What follows belongs to an exercise in optimizing a design on an open flow for small area and a short achievable clock period; a production flow would make more cautious choices. Function was checked by simulation only, so behaviour that the tests miss may differ from the original. Power is estimated from default activity; no workload was simulated.

Setup of birch:
==> module param_seq_memory, before the edit <==
module param_seq_memory (
  input  logic        clk,
  input  logic        rst_n,
  input  logic        req,
  input  logic        we,
  input  logic [6:0]  addr,
  input  logic [31:0] wdata,
  input  logic [3:0]  be,
  output logic        ready,
  output logic [31:0] rdata,
  output logic        rvalid,
  output logic        err,
  output logic        busy,
  output logic        dbg_state
);
  localparam int DEPTH = 100;
  localparam int NP    = 2;
  logic             state_q;    
  logic             state_d;
  logic             run_q;
  logic             ready_q, busy_q;    
  logic [6:0]       cnt_q;
  logic             rvalid_q, err_q;
  logic [32*NP-1:0] resp_q;
  logic [DEPTH-1:0] dec, dec_w;
  logic [32*NP-1:0] rd, resp;
  logic             accept, in_range, sweep_last;
  assign in_range   = addr < 7'(DEPTH);
  assign accept     = req && run_q && state_q;
  assign sweep_last = (cnt_q == 7'(DEPTH - 1));
  always_comb begin
    for (int w = 0; w < DEPTH; w++) begin
      dec[w]   = (addr == 7'(w));
      dec_w[w] = dec[w] || !state_q;
    end
  end
  always_comb begin
    for (int b = 0; b < 32; b++) begin
      if (we && be[b/8] && in_range) begin
        resp[NP*b +: NP] = NP'(wdata[b]);
      end else begin
        resp[NP*b +: NP] = rd[NP*b +: NP];
      end
    end
  end
  always_comb begin
    state_d = state_q;
    if (!run_q)                      state_d = 1'b0;
    else if (!state_q && sweep_last) state_d = 1'b1;
  end
  always_ff @(posedge clk or negedge rst_n) begin
    if (!rst_n) begin
      state_q  <= 1'b1;
      run_q    <= 1'b0;
      ready_q  <= 1'b0;
      busy_q   <= 1'b0;
      cnt_q    <= '0;
      rvalid_q <= 1'b0;
      err_q    <= 1'b0;
      resp_q   <= '0;
    end else begin
      run_q    <= 1'b1;
      state_q  <= state_d;
      ready_q  <= state_d;
      busy_q   <= !state_d;
      rvalid_q <= accept;
      err_q    <= accept && !in_range;
      if (accept) resp_q <= resp;
      if (run_q && !state_q) cnt_q <= sweep_last ? '0 : cnt_q + 7'd1;
    end
  end
  param_seq_memory_array #(.NP(NP)) u_array (
    .clk_i   (clk),
    .clear_i (!state_q),
    .wr_en_i (accept && we),
    .sel_i   (dec_w),
    .rsel_i  (dec),
    .wdata_i (wdata),
    .be_i    (be),
    .rd_o    (rd)
  );
  always_comb begin
    for (int b = 0; b < 32; b++) rdata[b] = |resp_q[NP*b +: NP];
  end
  assign rvalid    = rvalid_q;
  assign err       = err_q;
  assign ready     = ready_q;
  assign busy      = busy_q;
  assign dbg_state = !busy_q;
endmodule
Settings: LEC_CHECK=0, CAP_MARGIN=20, CORE_MARGIN=2, CORE_UTILIZATION=60, CTS_CLUSTER_DIAMETER=60, CTS_CLUSTER_SIZE=30, PLACE_DENSITY=0.7, SETUP_SLACK_MARGIN=3.2, SLEW_MARGIN=20, SYNTH_HIERARCHICAL=1; clock period 6.0 ns.
run.sh (not shown) runs the stock make flow with config.mk's settings and CLKGATE_MAP_FILE= SYNTH_SCRIPT=/design/flow/synth_recipe.tcl, a recipe that flattens the netlist after the stock synthesis.
Modified inputs, oak compared to birch
diff --git a/flow/design.v b/flow/design.v
--- a/flow/design.v
+++ b/flow/design.v
@@ -85,83 +85,79 @@
   output logic        busy,
   output logic        dbg_state
 );
   localparam int DEPTH = 100;
   localparam int NP    = 2;
   logic             state_q;    
-  logic             state_d;
   logic             run_q;
-  logic             ready_q, busy_q;    
   logic [6:0]       cnt_q;
   logic             rvalid_q, err_q;
   logic [32*NP-1:0] resp_q;
   logic [DEPTH-1:0] dec, dec_w;
   logic [32*NP-1:0] rd, resp;
   logic             accept, in_range, sweep_last;
   assign in_range   = addr < 7'(DEPTH);
-  assign accept     = req && run_q && state_q;
+  assign busy       = !state_q;
+  assign ready      = run_q && state_q;
+  assign accept     = req && ready;
   assign sweep_last = (cnt_q == 7'(DEPTH - 1));
   always_comb begin
     for (int w = 0; w < DEPTH; w++) begin
       dec[w]   = (addr == 7'(w));
-      dec_w[w] = dec[w] || !state_q;
+      dec_w[w] = dec[w] || busy;
     end
   end
   always_comb begin
     for (int b = 0; b < 32; b++) begin
       if (we && be[b/8] && in_range) begin
         resp[NP*b +: NP] = NP'(wdata[b]);
       end else begin
         resp[NP*b +: NP] = rd[NP*b +: NP];
       end
     end
   end
-  always_comb begin
-    state_d = state_q;
-    if (!run_q)                      state_d = 1'b0;
-    else if (!state_q && sweep_last) state_d = 1'b1;
-  end
   always_ff @(posedge clk or negedge rst_n) begin
     if (!rst_n) begin
       state_q  <= 1'b1;
       run_q    <= 1'b0;
-      ready_q  <= 1'b0;
-      busy_q   <= 1'b0;
       cnt_q    <= '0;
       rvalid_q <= 1'b0;
       err_q    <= 1'b0;
       resp_q   <= '0;
     end else begin
       run_q    <= 1'b1;
-      state_q  <= state_d;
-      ready_q  <= state_d;
-      busy_q   <= !state_d;
       rvalid_q <= accept;
       err_q    <= accept && !in_range;
       if (accept) resp_q <= resp;
-      if (run_q && !state_q) cnt_q <= sweep_last ? '0 : cnt_q + 7'd1;
+      if (!run_q) begin
+        state_q <= 1'b0;
+      end else if (!state_q) begin
+        cnt_q <= cnt_q + 7'd1;
+        if (sweep_last) begin
+          state_q <= 1'b1;
+          cnt_q   <= '0;
+        end
+      end
     end
   end
   param_seq_memory_array #(.NP(NP)) u_array (
     .clk_i   (clk),
-    .clear_i (!state_q),
+    .clear_i (busy),
     .wr_en_i (accept && we),
     .sel_i   (dec_w),
     .rsel_i  (dec),
     .wdata_i (wdata),
     .be_i    (be),
     .rd_o    (rd)
   );
   always_comb begin
     for (int b = 0; b < 32; b++) rdata[b] = |resp_q[NP*b +: NP];
   end
   assign rvalid    = rvalid_q;
   assign err       = err_q;
-  assign ready     = ready_q;
-  assign busy      = busy_q;
-  assign dbg_state = !busy_q;
+  assign dbg_state = state_q;
 endmodule
 module seq_mem_top (
   input  logic        clk,
   input  logic        rst_n,
   input  logic        req,
   input  logic        we,
==> results.txt <==
Among birch and oak, a clean, completed layout was produced by birch alone. oak ran in full, but the layout does not pass; the checks complain about max-slew violations. Proportion of synthesized chip area in sequential cells: birch vs oak, no meaningful difference. Sort birch and oak by non-clock buffer count, descending, and oak comes first. Delta (oak minus birch): post-cts sizing count now sits lower, count of flip-flops with a built-in enable after synthesis held. Any difference in number of nets in the final layout between oak and birch is small enough to ignore. Re critical path depth: birch and oak aren't equal, and the higher value belongs to oak. On worst slack on hold paths: between birch and oak, it ends up higher for oak. In oak the synthesized-area fraction occupied by ao, oa, aoi and oai cells turned out 0.18 points higher than in birch. Row count of antenna diodes in the layout: oak lower / birch higher. Summary of oak over birch: clock group share of total power went down by 5.5 points; share of the cycle needed by the critical path after routing rose by 14 points.

========
The RTL this note starts from:
==> flow/design.v <==
package param_seq_memory_pkg;
  typedef enum logic {
    INIT = 1'b0,
    IDLE = 1'b1
  } state_e;
  localparam int WR_RESP_NONE = 0;
  localparam int WR_RESP_OLD  = 1;
  localparam int WR_RESP_NEW  = 2;
endpackage
module param_seq_memory_array #(
  parameter int NP = 4
) (
  input  logic          clk_i,
  input  logic          clear_i,
  input  logic          wr_en_i,
  input  logic [99:0]   sel_i,
  input  logic [99:0]   rsel_i,
  input  logic [31:0]   wdata_i,
  input  logic [3:0]    be_i,
  output logic [32*NP-1:0] rd_o
);
  logic [31:0] mem_q [100];
  logic [31:0] wd;
  logic [3:0]  wbe;
  assign wd  = clear_i ? '0 : wdata_i;
  assign wbe = ({4{wr_en_i}} & be_i) | {4{clear_i}};
  for (genvar w = 0; w < 100; w++) begin : g_word
    for (genvar k = 0; k < 4; k++) begin : g_lane
      logic s;
      assign s = sel_i[w] & wbe[k];
      psm_reg #(.W(8)) u_lane (
        .clk (clk_i),
        .s   (s),
        .ns  (!s),
        .d   (wd[8*k +: 8]),
        .q   (mem_q[w][8*k +: 8])
      );
    end
  end
  for (genvar b = 0; b < 32; b++) begin : g_bit
    logic [33:0] t_n;
    for (genvar g = 0; g < 33; g++) begin : g_grp
      psm_aoi222 u_aoi (
        .a0 (rsel_i[3*g]),     .b0 (mem_q[3*g][b]),
        .a1 (rsel_i[3*g + 1]), .b1 (mem_q[3*g + 1][b]),
        .a2 (rsel_i[3*g + 2]), .b2 (mem_q[3*g + 2][b]),
        .y  (t_n[g])
      );
    end
    assign t_n[33] = !(rsel_i[99] & mem_q[99][b]);
    for (genvar j = 0; j < NP; j++) begin : g_part
      assign rd_o[NP*b + j] = !(&t_n[(j+1)*34/NP-1 : j*34/NP]);
    end
  end
endmodule
module psm_reg #(
  parameter int W = 8
) (
  input  logic         clk,
  input  logic         s,
  input  logic         ns,
  input  logic [W-1:0] d,
  output logic [W-1:0] q
);
  always_ff @(posedge clk) q <= ({W{s}} & d) | ({W{ns}} & q);
endmodule
module psm_aoi222 (
  input  logic a0, b0, a1, b1, a2, b2,
  output logic y
);
  assign y = !((a0 & b0) | (a1 & b1) | (a2 & b2));
endmodule
module param_seq_memory (
  input  logic        clk,
  input  logic        rst_n,
  input  logic        req,
  input  logic        we,
  input  logic [6:0]  addr,
  input  logic [31:0] wdata,
  input  logic [3:0]  be,
  output logic        ready,
  output logic [31:0] rdata,
  output logic        rvalid,
  output logic        err,
  output logic        busy,
  output logic        dbg_state
);
  localparam int DEPTH = 100;
  localparam int NP    = 4;
  logic             state_q;    
  logic             run_q;
  logic [6:0]       cnt_q;
  logic             rvalid_q, err_q;
  logic [32*NP-1:0] resp_q;
  logic [DEPTH-1:0] dec, dec_w;
  logic [32*NP-1:0] rd, resp;
  logic             accept, in_range, sweep_last;
  assign in_range   = addr < 7'(DEPTH);
  assign busy       = !state_q;
  assign ready      = run_q && state_q;
  assign accept     = req && ready;
  assign sweep_last = (cnt_q == 7'(DEPTH - 1));
  always_comb begin
    for (int w = 0; w < DEPTH; w++) begin
      dec[w]   = (addr == 7'(w));
      dec_w[w] = dec[w] || busy;
    end
  end
  always_comb begin
    for (int b = 0; b < 32; b++) begin
      if (we && be[b/8] && in_range) begin
        resp[NP*b +: NP] = NP'(wdata[b]);
      end else begin
        resp[NP*b +: NP] = rd[NP*b +: NP];
      end
    end
  end
  always_ff @(posedge clk or negedge rst_n) begin
    if (!rst_n) begin
      state_q  <= 1'b1;
      run_q    <= 1'b0;
      cnt_q    <= '0;
      rvalid_q <= 1'b0;
      err_q    <= 1'b0;
      resp_q   <= '0;
    end else begin
      run_q    <= 1'b1;
      rvalid_q <= accept;
      err_q    <= accept && !in_range;
      if (accept) resp_q <= resp;
      if (!run_q) begin
        state_q <= 1'b0;
      end else if (!state_q) begin
        cnt_q <= cnt_q + 7'd1;
        if (sweep_last) begin
          state_q <= 1'b1;
          cnt_q   <= '0;
        end
      end
    end
  end
  param_seq_memory_array #(.NP(NP)) u_array (
    .clk_i   (clk),
    .clear_i (busy),
    .wr_en_i (accept && we),
    .sel_i   (dec_w),
    .rsel_i  (dec),
    .wdata_i (wdata),
    .be_i    (be),
    .rd_o    (rd)
  );
  always_comb begin
    for (int b = 0; b < 32; b++) rdata[b] = |resp_q[NP*b +: NP];
  end
  assign rvalid    = rvalid_q;
  assign err       = err_q;
  assign dbg_state = state_q;
endmodule
module seq_mem_top (
  input  logic        clk,
  input  logic        rst_n,
  input  logic        req,
  input  logic        we,
  input  logic [6:0]  addr,
  input  logic [31:0] wdata,
  input  logic [3:0]  be,
  output logic        ready,
  output logic [31:0] rdata,
  output logic        rvalid,
  output logic        err,
  output logic        busy,
  output logic        dbg_state
);
  param_seq_memory u_mem (
    .clk       (clk),
    .rst_n     (rst_n),
    .req       (req),
    .we        (we),
    .addr      (addr),
    .wdata     (wdata),
    .be        (be),
    .ready     (ready),
    .rdata     (rdata),
    .rvalid    (rvalid),
    .err       (err),
    .busy      (busy),
    .dbg_state (dbg_state)
  );
endmodule
make LEC_CHECK=0 CAP_MARGIN=20 CORE_MARGIN=2 CORE_UTILIZATION=60 CTS_CLUSTER_DIAMETER=60 CTS_CLUSTER_SIZE=30 PLACE_DENSITY=0.7 SETUP_SLACK_MARGIN=3.2 SLEW_MARGIN=20 SYNTH_HIERARCHICAL=1 finish   # period 6.0 ns
Then changed:
--- a/flow/design.v
+++ b/flow/design.v
@@ -7,27 +7,24 @@
   localparam int WR_RESP_OLD  = 1;
   localparam int WR_RESP_NEW  = 2;
 endpackage
-module param_seq_memory_array #(
-  parameter int NP = 4
-) (
+module param_seq_memory_array (
   input  logic          clk_i,
   input  logic          clear_i,
   input  logic          wr_en_i,
   input  logic [99:0]   sel_i,
-  input  logic [99:0]   rsel_i,
   input  logic [31:0]   wdata_i,
   input  logic [3:0]    be_i,
-  output logic [32*NP-1:0] rd_o
+  output logic [31:0]   rd_o
 );
   logic [31:0] mem_q [100];
   logic [31:0] wd;
   logic [3:0]  wbe;
   assign wd  = clear_i ? '0 : wdata_i;
-  assign wbe = ({4{wr_en_i}} & be_i) | {4{clear_i}};
+  assign wbe = {4{wr_en_i}} & be_i;
   for (genvar w = 0; w < 100; w++) begin : g_word
     for (genvar k = 0; k < 4; k++) begin : g_lane
       logic s;
-      assign s = sel_i[w] & wbe[k];
+      assign s = clear_i | (sel_i[w] & wbe[k]);
       psm_reg #(.W(8)) u_lane (
         .clk (clk_i),
         .s   (s),
@@ -41,16 +38,14 @@
     logic [33:0] t_n;
     for (genvar g = 0; g < 33; g++) begin : g_grp
       psm_aoi222 u_aoi (
-        .a0 (rsel_i[3*g]),     .b0 (mem_q[3*g][b]),
-        .a1 (rsel_i[3*g + 1]), .b1 (mem_q[3*g + 1][b]),
-        .a2 (rsel_i[3*g + 2]), .b2 (mem_q[3*g + 2][b]),
+        .a0 (sel_i[3*g]),     .b0 (mem_q[3*g][b]),
+        .a1 (sel_i[3*g + 1]), .b1 (mem_q[3*g + 1][b]),
+        .a2 (sel_i[3*g + 2]), .b2 (mem_q[3*g + 2][b]),
         .y  (t_n[g])
       );
     end
-    assign t_n[33] = !(rsel_i[99] & mem_q[99][b]);
-    for (genvar j = 0; j < NP; j++) begin : g_part
-      assign rd_o[NP*b + j] = !(&t_n[(j+1)*34/NP-1 : j*34/NP]);
-    end
+    assign t_n[33] = !(sel_i[99] & mem_q[99][b]);
+    assign rd_o[b] = !(&t_n);
   end
 endmodule
 module psm_reg #(
@@ -86,14 +81,13 @@
   output logic        dbg_state
 );
   localparam int DEPTH = 100;
-  localparam int NP    = 4;
   logic             state_q;    
   logic             run_q;
   logic [6:0]       cnt_q;
   logic             rvalid_q, err_q;
-  logic [32*NP-1:0] resp_q;
-  logic [DEPTH-1:0] dec, dec_w;
-  logic [32*NP-1:0] rd, resp;
+  logic [31:0]      rdata_q;
+  logic [DEPTH-1:0] dec;
+  logic [31:0]      rd, resp;
   logic             accept, in_range, sweep_last;
   assign in_range   = addr < 7'(DEPTH);
   assign busy       = !state_q;
@@ -101,18 +95,11 @@
   assign accept     = req && ready;
   assign sweep_last = (cnt_q == 7'(DEPTH - 1));
   always_comb begin
-    for (int w = 0; w < DEPTH; w++) begin
-      dec[w]   = (addr == 7'(w));
-      dec_w[w] = dec[w] || busy;
-    end
+    for (int w = 0; w < DEPTH; w++) dec[w] = (addr == 7'(w));
   end
   always_comb begin
-    for (int b = 0; b < 32; b++) begin
-      if (we && be[b/8] && in_range) begin
-        resp[NP*b +: NP] = NP'(wdata[b]);
-      end else begin
-        resp[NP*b +: NP] = rd[NP*b +: NP];
-      end
+    for (int k = 0; k < 4; k++) begin
+      resp[8*k +: 8] = (we && be[k] && in_range) ? wdata[8*k +: 8] : rd[8*k +: 8];
     end
   end
   always_ff @(posedge clk or negedge rst_n) begin
@@ -122,12 +109,12 @@
       cnt_q    <= '0;
       rvalid_q <= 1'b0;
       err_q    <= 1'b0;
-      resp_q   <= '0;
+      rdata_q  <= '0;
     end else begin
       run_q    <= 1'b1;
       rvalid_q <= accept;
       err_q    <= accept && !in_range;
-      if (accept) resp_q <= resp;
+      if (accept) rdata_q <= resp;
       if (!run_q) begin
         state_q <= 1'b0;
       end else if (!state_q) begin
@@ -139,19 +126,16 @@
       end
     end
   end
-  param_seq_memory_array #(.NP(NP)) u_array (
+  param_seq_memory_array u_array (
     .clk_i   (clk),
     .clear_i (busy),
     .wr_en_i (accept && we),
-    .sel_i   (dec_w),
-    .rsel_i  (dec),
+    .sel_i   (dec),
     .wdata_i (wdata),
     .be_i    (be),
     .rd_o    (rd)
   );
-  always_comb begin
-    for (int b = 0; b < 32; b++) rdata[b] = |resp_q[NP*b +: NP];
-  end
+  assign rdata     = rdata_q;
   assign rvalid    = rvalid_q;
   assign err       = err_q;
   assign dbg_state = state_q;
- die area is lower by a few percent
- clock-buffer cell count decreases by 15
- register-to-register slack improves by 0.27 ns
- first-iteration DRC count fell by roughly a tenth
- core utilization fell by 0.32 points
- total power increases by a few percent
- design area went down by a few percent
- routed wire length goes down by roughly a tenth
- via count falls by a little under a tenth
- synthesized area goes down by a few percent
- clock skew shrinks by 0.0096 ns

-- what the ideal ports hide --
How much do the figures lean on ideal ports? The routed layouts below were timed once more, with nothing changed but the port constraints. Step 1 (the two cells are an assumption about what drives the block):
set clk [get_ports {clk}]
set_driving_cell -lib_cell sky130_fd_sc_hd__clkbuf_16 $clk
set_driving_cell -lib_cell sky130_fd_sc_hd__buf_2 [delete_from_list [all_inputs] $clk]
Step 2 moves the port delays by t, midway between the first and last clock arrival at a register: inputs arrive t later, outputs are due t later. That takes back most of the time a late clock gives input paths. a / b / c = no drivers / after step 1 / after step 2; a / b = the first two.
run	t, ns	setup WS [ns]	worst slew at a driven data input, ns
birch	0.984	2.399 / 2.231 / 1.247	0.28
oak	0.986	1.563 / 1.550 / 0.564	0.26
the first run of note 2	0.980	2.537 / 2.433 / 1.789	0.31
the second run of note 2	0.967	2.482 / 2.422 / 1.456	0.20
The setup slack of birch, which loses most, moves by -0.168 ns with the drivers and by -1.152 ns with both steps.
